What follows belongs to an exercise in optimizing a design on an open flow for small area, a short achievable clock period and few clock cycles per item; a production flow would make more cautious choices.
The RTL was checked by simulation tests, not by an equivalence proof against the original design.
The flow treats the clock pin as an ideal source. Dropping or thinning the clock tree relies on that and would not hold on a real chip.
No activity file was given, so power comes from the tool's default toggle rates.

==> run P: inputs <==
==> flow/design.v <==
`default_nettype none
package pool_buffer_pkg;
    typedef logic [32-1:0] pixel_t;
    typedef pixel_t [4-1:0] pixel_vec_t;
    typedef struct packed {
        pixel_vec_t top_left;
        pixel_vec_t top_right;
        pixel_vec_t bot_left;
        pixel_vec_t bot_right;
    } window_t;
    typedef struct packed {
        window_t                 window;
        logic [$clog2(((6 / 2) * (4 / 2)))-1:0] window_idx;
        logic                    last;
    } window_beat_t;
    typedef struct packed {
        logic [1:0]              bank_sel;
        logic [$clog2(((6 / 2) * (4 / 2)))-1:0] addr;
        pixel_vec_t              data;
    } bank_wr_t;
    typedef enum logic {
        ST_FILL,
        ST_DRAIN
    } buf_state_e;
endpackage
`default_nettype wire
`timescale 1ns/1ps
`default_nettype none
module pool_buffer_top (
    input  wire                           clk,
    input  wire                           rst_n,
    input  wire                           in_valid,
    input  wire pool_buffer_pkg::pixel_vec_t in_data,
    output logic                          in_ready,
    output logic                          out_valid,
    input  wire                           out_ready,
    output pool_buffer_pkg::window_beat_t out_beat
);
    localparam int DEPTH = 6 + 1;
    localparam logic [$clog2(((6 / 2) * (4 / 2)))-1:0] WIN_LAST = $clog2(((6 / 2) * (4 / 2)))'(((6 / 2) * (4 / 2)) - 1);
    logic [$clog2(((6 / 2) * (4 / 2)))-1:0]     win;
    logic                        r0;
    logic                        c0;
    logic                        br_q;
    logic                        last_q;
    logic                        accept;
    logic [$clog2(((6 / 2) * (4 / 2)))-1:0]     win_next;
    logic                        r0_next;
    logic                        c0_next;
    pool_buffer_pkg::pixel_vec_t hist [DEPTH];
    assign in_ready  = !br_q || out_ready;
    assign accept    = in_valid && in_ready;
    assign out_valid = in_valid && br_q;
    always_comb begin
        out_beat.window.top_left  = hist[0];
        out_beat.window.top_right = hist[1];
        out_beat.window.bot_left  = hist[DEPTH-1];
        out_beat.window.bot_right = in_data;
        out_beat.window_idx       = win;
        out_beat.last             = last_q;
    end
    always_ff @(posedge clk) begin
        if (accept) begin
            for (int k = 0; k < DEPTH - 1; k++) begin
                hist[k] <= hist[k+1];
            end
            hist[DEPTH-1] <= in_data;
        end
    end
    always_comb begin
        win_next = win;
        r0_next  = r0;
        c0_next  = !c0;
        if (c0) begin
            case (win)
                3'd0:    win_next = 3'd1;
                3'd1:    win_next = 3'd2;
                3'd2:    win_next = r0 ? 3'd3 : 3'd0;
                3'd3:    win_next = 3'd4;
                3'd4:    win_next = 3'd5;
                default: win_next = r0 ? 3'd0 : 3'd3;
            endcase
            if (win == 3'd2 || win == 3'd5) begin
                r0_next = !r0;
            end
        end
    end
    always_ff @(posedge clk or negedge rst_n) begin
        if (!rst_n) begin
            win    <= '0;
            r0     <= 1'b0;
            c0     <= 1'b0;
            br_q   <= 1'b0;
            last_q <= 1'b0;
        end else if (accept) begin
            win    <= win_next;
            r0     <= r0_next;
            c0     <= c0_next;
            br_q   <= r0_next && c0_next;
            last_q <= (win_next == WIN_LAST);
        end
    end
endmodule
`default_nettype wire
==> flow/flow/run.sh <==
#!/bin/bash
set -euo pipefail
here=$(pwd)
bash standard.sh "BUFFER_PORTS_ARGS=-buffer_cell sky130_fd_sc_hd__buf_2" \
  "PRE_CTS_TCL=$here/flow/pre_cts.tcl" finish > flow_make.log 2>&1
==> flow/flow/my_cts.tcl <==
# Two-level clock tree built directly: the clock port drives a few root
# buffers, each root drives a group of leaf buffers, each leaf drives a
# compact cluster of flip-flop clock pins. Every sink sees the same number
# of buffer stages (root + leaf), so the tree is balanced by construction.
proc my_build_clock_tree { {leaf_size 28} {n_roots 4} } {
  set db [ord::get_db]
  set block [ord::get_db_block]
  set buf_master [$db findMaster sky130_fd_sc_hd__clkbuf_16]
  set clk_net [$block findNet clk]
  $clk_net setSigType CLOCK

  # sinks: every instance pin on the clock net
  set sinks {}
  foreach it [$clk_net getITerms] {
    set inst [$it getInst]
    set bb [$inst getBBox]
    set x [expr {([$bb xMin] + [$bb xMax]) / 2}]
    set y [expr {([$bb yMin] + [$bb yMax]) / 2}]
    lappend sinks [list $it $x $y]
  }
  set n [llength $sinks]
  set n_leaves [expr {int(ceil(double($n) / $leaf_size))}]
  # vertical strips, each cut along y into groups, so clusters stay compact
  set n_strips [expr {max(1, int(round(sqrt($n_leaves))))}]
  set sx [lsort -integer -index 1 $sinks]
  set per_strip [expr {int(ceil(double($n) / $n_strips))}]
  set leaves {}
  for {set s 0} {$s < $n_strips} {incr s} {
    set strip [lrange $sx [expr {$s * $per_strip}] [expr {($s + 1) * $per_strip - 1}]]
    if {[llength $strip] == 0} { continue }
    set sy [lsort -integer -index 2 $strip]
    set k [expr {int(ceil(double([llength $sy]) / $leaf_size))}]
    set per [expr {int(ceil(double([llength $sy]) / $k))}]
    for {set i 0} {$i < [llength $sy]} {incr i $per} {
      lappend leaves [lrange $sy $i [expr {$i + $per - 1}]]
    }
  }

  # leaf buffers at the centroid of their cluster
  set leaf_info {}
  set li 0
  foreach grp $leaves {
    set sxs 0; set sys 0
    foreach s $grp { incr sxs [lindex $s 1]; incr sys [lindex $s 2] }
    set cx [expr {$sxs / [llength $grp]}]
    set cy [expr {$sys / [llength $grp]}]
    set inst [odb::dbInst_create $block $buf_master "clkbuf_leaf_${li}_clk"]
    set net [odb::dbNet_create $block "clknet_leaf_${li}_clk"]
    $net setSigType CLOCK
    $inst setLocation $cx $cy
    $inst setPlacementStatus PLACED
    foreach s $grp {
      set it [lindex $s 0]
      $it disconnect
      $it connect $net
    }
    [$inst findITerm X] connect $net
    lappend leaf_info [list $inst $cx $cy]
    incr li
  }

  # root buffers, each feeding the leaves of one region
  set n_roots [expr {min($n_roots, [llength $leaf_info])}]
  set rx [expr {max(1, int(round(sqrt($n_roots))))}]
  set lx [lsort -integer -index 1 $leaf_info]
  set per_col [expr {int(ceil(double([llength $lx]) / $rx))}]
  set groups {}
  for {set c 0} {$c < $rx} {incr c} {
    set col [lrange $lx [expr {$c * $per_col}] [expr {($c + 1) * $per_col - 1}]]
    if {[llength $col] == 0} { continue }
    set ly [lsort -integer -index 2 $col]
    set k [expr {max(1, $n_roots / $rx)}]
    set per [expr {int(ceil(double([llength $ly]) / $k))}]
    for {set i 0} {$i < [llength $ly]} {incr i $per} {
      lappend groups [lrange $ly $i [expr {$i + $per - 1}]]
    }
  }
  set ri 0
  foreach grp $groups {
    set sxs 0; set sys 0
    foreach l $grp { incr sxs [lindex $l 1]; incr sys [lindex $l 2] }
    set cx [expr {$sxs / [llength $grp]}]
    set cy [expr {$sys / [llength $grp]}]
    set inst [odb::dbInst_create $block $buf_master "clkbuf_root_${ri}_clk"]
    set net [odb::dbNet_create $block "clknet_root_${ri}_clk"]
    $net setSigType CLOCK
    $inst setLocation $cx $cy
    $inst setPlacementStatus PLACED
    foreach l $grp { [[lindex $l 0] findITerm A] connect $net }
    [$inst findITerm X] connect $net
    [$inst findITerm A] connect $clk_net
    incr ri
  }
  puts "my_build_clock_tree: $n sinks, [llength $leaf_info] leaf buffers, $ri root buffers"
}
==> flow/flow/pre_cts.tcl <==
# Replaces TritonCTS with a directly built two-level clock tree (my_cts.tcl).
# The rest of ORFS's CTS step (legalisation, setup and hold repair) runs as usual.
source [file join [file dirname [info script]] my_cts.tcl]
rename clock_tree_synthesis __orfs_clock_tree_synthesis
proc clock_tree_synthesis { args } {
  my_build_clock_tree 28 4
  set_propagated_clock [all_clocks]
}
==> flow/standard.sh <==
#!/bin/bash
# synth_recipe.tcl (not shown) runs the flow's synth.tcl, then flattens the netlist and writes it again
# the make line also repeats each setting of config.mk as NAME=value (left out here)
make -C /OpenROAD-flow-scripts/flow DESIGN_CONFIG=/design/flow/config.mk WORK_HOME=/design/flow/orfs CLKGATE_MAP_FILE= SYNTH_SCRIPT=/design/flow/synth_recipe.tcl "${@:-finish}"
==> flow/config.mk <==
export PLATFORM = sky130hd
export DESIGN_NAME = pool_buffer_top
export DESIGN_NICKNAME = pool_buffer_top
export VERILOG_FILES = /design/flow/design.v
export SDC_FILE = /design/flow/constraint.sdc
export NUM_CORES = 4
export LEC_CHECK = 0
export CAP_MARGIN = 20
export CORE_MARGIN = 2
export CORE_UTILIZATION = 60
export PLACE_DENSITY = 0.72
export SETUP_SLACK_MARGIN = 2.0
export SLEW_MARGIN = 20
==> flow/constraint.sdc <==
create_clock -name core_clock -period 4.0 [get_ports {clk}]
set_input_delay 0.8000 -clock core_clock [delete_from_list [all_inputs] [get_ports {clk}]]
set_output_delay 0.8000 -clock core_clock [all_outputs]
set_load 0.01 [all_outputs]
==> inputs of run E, as changes to run P <==
==> flow/flow/run.sh (replaced) <==
#!/bin/bash
set -euo pipefail
here=$(pwd)
bash standard.sh "BUFFER_PORTS_ARGS=-buffer_cell sky130_fd_sc_hd__buf_1" \
  "PRE_CTS_TCL=$here/flow/pre_cts.tcl" finish > flow_make.log 2>&1
--- a/flow/flow/my_cts.tcl
+++ b/flow/flow/my_cts.tcl
@@ -93,3 +93,133 @@
   }
   puts "my_build_clock_tree: $n sinks, [llength $leaf_info] leaf buffers, $ri root buffers"
 }
+
+proc my_is_buffer { inst } {
+  return [regexp {^sky130_fd_sc_hd__(buf|bufbuf|clkbuf)_[0-9]+$} [[$inst getMaster] getName]]
+}
+
+proc my_driver { net } {
+  foreach it [$net getITerms] {
+    if {[$it isOutputSignal]} { return $it }
+  }
+  return ""
+}
+
+proc my_sta_pin { it } {
+  return [get_pins "[[$it getInst] getName]/[[$it getMTerm] getName]"]
+}
+
+proc my_center { inst } {
+  set bb [$inst getBBox]
+  return [list [expr {([$bb xMin] + [$bb xMax]) / 2}] [expr {([$bb yMin] + [$bb yMax]) / 2}]]
+}
+
+# Rebuilds the buffer tree that drives the flip-flop enable pins (DE) as two
+# balanced levels of buffers, clustered like the clock tree leaves.
+proc my_build_enable_tree { leaf_master root_master n_roots } {
+  set block [ord::get_db_block]
+  set dbu [$block getDefUnits]
+  # DE pins and the buffers between them and the logic that drives them
+  set bufs [dict create]
+  set roots [dict create]
+  foreach inst [$block getInsts] {
+    set de [$inst findITerm DE]
+    if {$de == "NULL" || $de == ""} { continue }
+    set net [$de getNet]
+    while {1} {
+      set drv [my_driver $net]
+      if {$drv == ""} { break }
+      set dinst [$drv getInst]
+      if {![my_is_buffer $dinst]} { break }
+      dict set bufs [$dinst getName] $dinst
+      set net [[$dinst findITerm A] getNet]
+    }
+    dict set roots [$net getName] $net
+  }
+  # move every load of those buffers' nets (other than the buffers
+  # themselves) onto the root net, then delete the buffers
+  set moved [dict create]
+  dict for {bname binst} $bufs {
+    set onet [[$binst findITerm X] getNet]
+    set rnet [[$binst findITerm A] getNet]
+    while {[dict exists $bufs [[[my_driver $rnet] getInst] getName]]} {
+      set rnet [[[[my_driver $rnet] getInst] findITerm A] getNet]
+    }
+    foreach it [$onet getITerms] {
+      if {[$it isOutputSignal]} { continue }
+      if {[dict exists $bufs [[$it getInst] getName]]} { continue }
+      dict set moved $it [$rnet getName]
+    }
+  }
+  dict for {it rname} $moved {
+    $it disconnect
+    $it connect [$block findNet $rname]
+  }
+  dict for {bname binst} $bufs {
+    set onet [[$binst findITerm X] getNet]
+    odb::dbInst_destroy $binst
+    if {[llength [$onet getITerms]] == 0 && [llength [$onet getBTerms]] == 0} {
+      odb::dbNet_destroy $onet
+    }
+  }
+  set names [dict keys $bufs]
+  # group the DE pins by root net again, now that they hang on it directly
+  set roots2 [dict create]
+  foreach inst [$block getInsts] {
+    set de [$inst findITerm DE]
+    if {$de == "NULL" || $de == ""} { continue }
+    dict lappend roots2 [[$de getNet] getName] $de
+  }
+  set roots $roots2
+  set bi 0
+  dict for {root_name des} $roots {
+    # clusters: DE pins of flip-flops on the same clock leaf net
+    set clusters [dict create]
+    foreach de $des {
+      set ck [[[$de getInst] findITerm CLK] getNet]
+      dict lappend clusters [$ck getName] $de
+    }
+    set leaves {}
+    dict for {ck grp} $clusters {
+      set sx 0; set sy 0
+      foreach de $grp {
+        lassign [my_center [$de getInst]] x y
+        incr sx $x; incr sy $y
+      }
+      set cx [expr {double($sx) / [llength $grp] / $dbu}]
+      set cy [expr {double($sy) / [llength $grp] / $dbu}]
+      set binst [insert_buffer -buffer_cell $leaf_master -net [get_nets $root_name] \
+        -load_pins [lmap de $grp {my_sta_pin $de}] -location [list $cx $cy]]
+      lappend leaves [list [get_full_name $binst] $cx $cy]
+      incr bi
+    }
+    # root level: split the leaves into n_roots groups by position
+    set lx [lsort -real -index 1 $leaves]
+    set nr [expr {min($n_roots, [llength $leaves])}]
+    set per [expr {int(ceil(double([llength $lx]) / $nr))}]
+    for {set i 0} {$i < [llength $lx]} {incr i $per} {
+      set grp [lsort -real -index 2 [lrange $lx $i [expr {$i + $per - 1}]]]
+      set sx 0; set sy 0
+      foreach l $grp { set sx [expr {$sx + [lindex $l 1]}]; set sy [expr {$sy + [lindex $l 2]}] }
+      insert_buffer -buffer_cell $root_master -net [get_nets $root_name] \
+        -load_pins [lmap l $grp {get_pins [lindex $l 0]/A}] \
+        -location [list [expr {$sx / [llength $grp]}] [expr {$sy / [llength $grp]}]]
+      incr bi
+    }
+  }
+  # the gate driving each tree root now drives only a few root buffers; give
+  # it a strong drive if it is a plain inverter or buffer
+  set db [ord::get_db]
+  dict for {root_name des} $roots {
+    set drv [my_driver [$block findNet $root_name]]
+    if {$drv == ""} { continue }
+    set dinst [$drv getInst]
+    set m [[$dinst getMaster] getName]
+    if {[regexp {^sky130_fd_sc_hd__(clkinvlp|clkinv|inv)_[0-9]+$} $m]} {
+      $dinst swapMaster [$db findMaster sky130_fd_sc_hd__inv_8]
+    } elseif {[regexp {^sky130_fd_sc_hd__(buf|clkbuf)_[0-9]+$} $m]} {
+      $dinst swapMaster [$db findMaster sky130_fd_sc_hd__buf_8]
+    }
+  }
+  puts "my_build_enable_tree: removed [llength $names] buffers, [dict size $roots] root nets, $bi buffers inserted"
+}
==> flow/flow/pre_cts.tcl (replaced) <==
# Replaces TritonCTS with a directly built two-level clock tree, and rebuilds
# the buffer tree of the flip-flop enables as two balanced levels clustered
# like the clock leaves (my_cts.tcl). The rest of ORFS's CTS step
# (legalisation, setup and hold repair) runs as usual.
source [file join [file dirname [info script]] my_cts.tcl]
rename clock_tree_synthesis __orfs_clock_tree_synthesis
proc clock_tree_synthesis { args } {
  my_build_clock_tree 30 4
  set_propagated_clock [all_clocks]
  my_build_enable_tree sky130_fd_sc_hd__buf_4 sky130_fd_sc_hd__buf_16 4
}
SETUP_SLACK_MARGIN = 2.3   (was 2.0)
==> notes <==
In run E the combinational power is larger than in run P, by 76%. In run E the cell count is higher than in run P, by about 17%. Against run E, the first-iteration DRC count of run P is lower by 26%. In run P the clock power is smaller than in run E, by about 4%. Synthesized cell count is the same in run P and run E. Worst setup slack: run P is worse than run E (8.4 ps). In run E the utilization is higher than in run P, by 11 points. Sequential cell count is the same in run P and run E.
==> figures <==
| quantity | run E | run P |
|---|---|---|
| Outcome | no timing/DRC/antenna violations | no timing/DRC/antenna violations |
| Final Cell Area | 38040 um^2 | 32750 um^2 |
| Via count of the first global-routing pass | 12607 | 10665 |
| Total Routed Length | 67770 um | 44520 um |
| Filler cells | 1954 | 2766 |
| Relative contribution of sequential cells to total power | 62.8% | 67.8% |
| Clock transition time at the flip-flop clock pins of the worst setup and hold paths | 100 ps | 90 ps |
| Combinational power share | 15.8% | 9.8% |
| Final critical-path setup slack | 2025 ps | 2017 ps |
| Detail Route met2 WL | 38060 um | 23060 um |
| Register area | 27080 um^2 | 27080 um^2 |
| Weighted congestion reported at the end of routability-driven placement | 0.8392 | 0.8522 |
| Number of cells on the worst reg-to-reg path | 8 | 5 |
| Sw power | 4.848 mW | 4.095 mW |
| Final net count | 2171 | 1779 |
| Critical path endpoint | in_ready | out_valid |
| Number of DRC violations after detailed-routing iteration 0 | 1243 | 920 |
Testbench counts of run P, summed over its fixed seeds: cycles 1,536, frames 64.
Testbench counts of run E, summed over its fixed seeds: cycles 1,536, frames 64.
In every run of this note, the design's own scripts or RTL, not TritonCTS, make the clock network.

## port drivers added, routing unchanged
Ports are ideal in the flow. The routed layouts listed here were re-timed in OpenROAD. Step 1 (the two cells are an assumption about what drives the block):
set clk [get_ports {clk}]
set_driving_cell -lib_cell sky130_fd_sc_hd__clkbuf_16 $clk
set_driving_cell -lib_cell sky130_fd_sc_hd__buf_2 [delete_from_list [all_inputs] $clk]
Step 2 moves the port delays by t, midway between the first and last clock arrival at a register: inputs arrive t later, outputs are due t later. That takes back most of the time a late clock gives input paths. Slacks: ideal ports / drivers / drivers and shift; pairs: ideal ports / drivers.
| run | shift t [ns] | slack for setup (ns) | worst setup path at the end | clock arrival spread, ns |
|---|---|---|---|---|
| run P | 0.502 | 2.017 / 1.954 / 1.634 | input to register | 0.017 / 0.017 |
| run E | 0.504 | 2.025 / 1.978 / 1.700 | input to register | 0.043 / 0.044 |
After both steps setup and hold are still met in every run listed. The setup slack of run P, which loses most, moves by -0.063 ns with the drivers and by -0.383 ns with both steps.
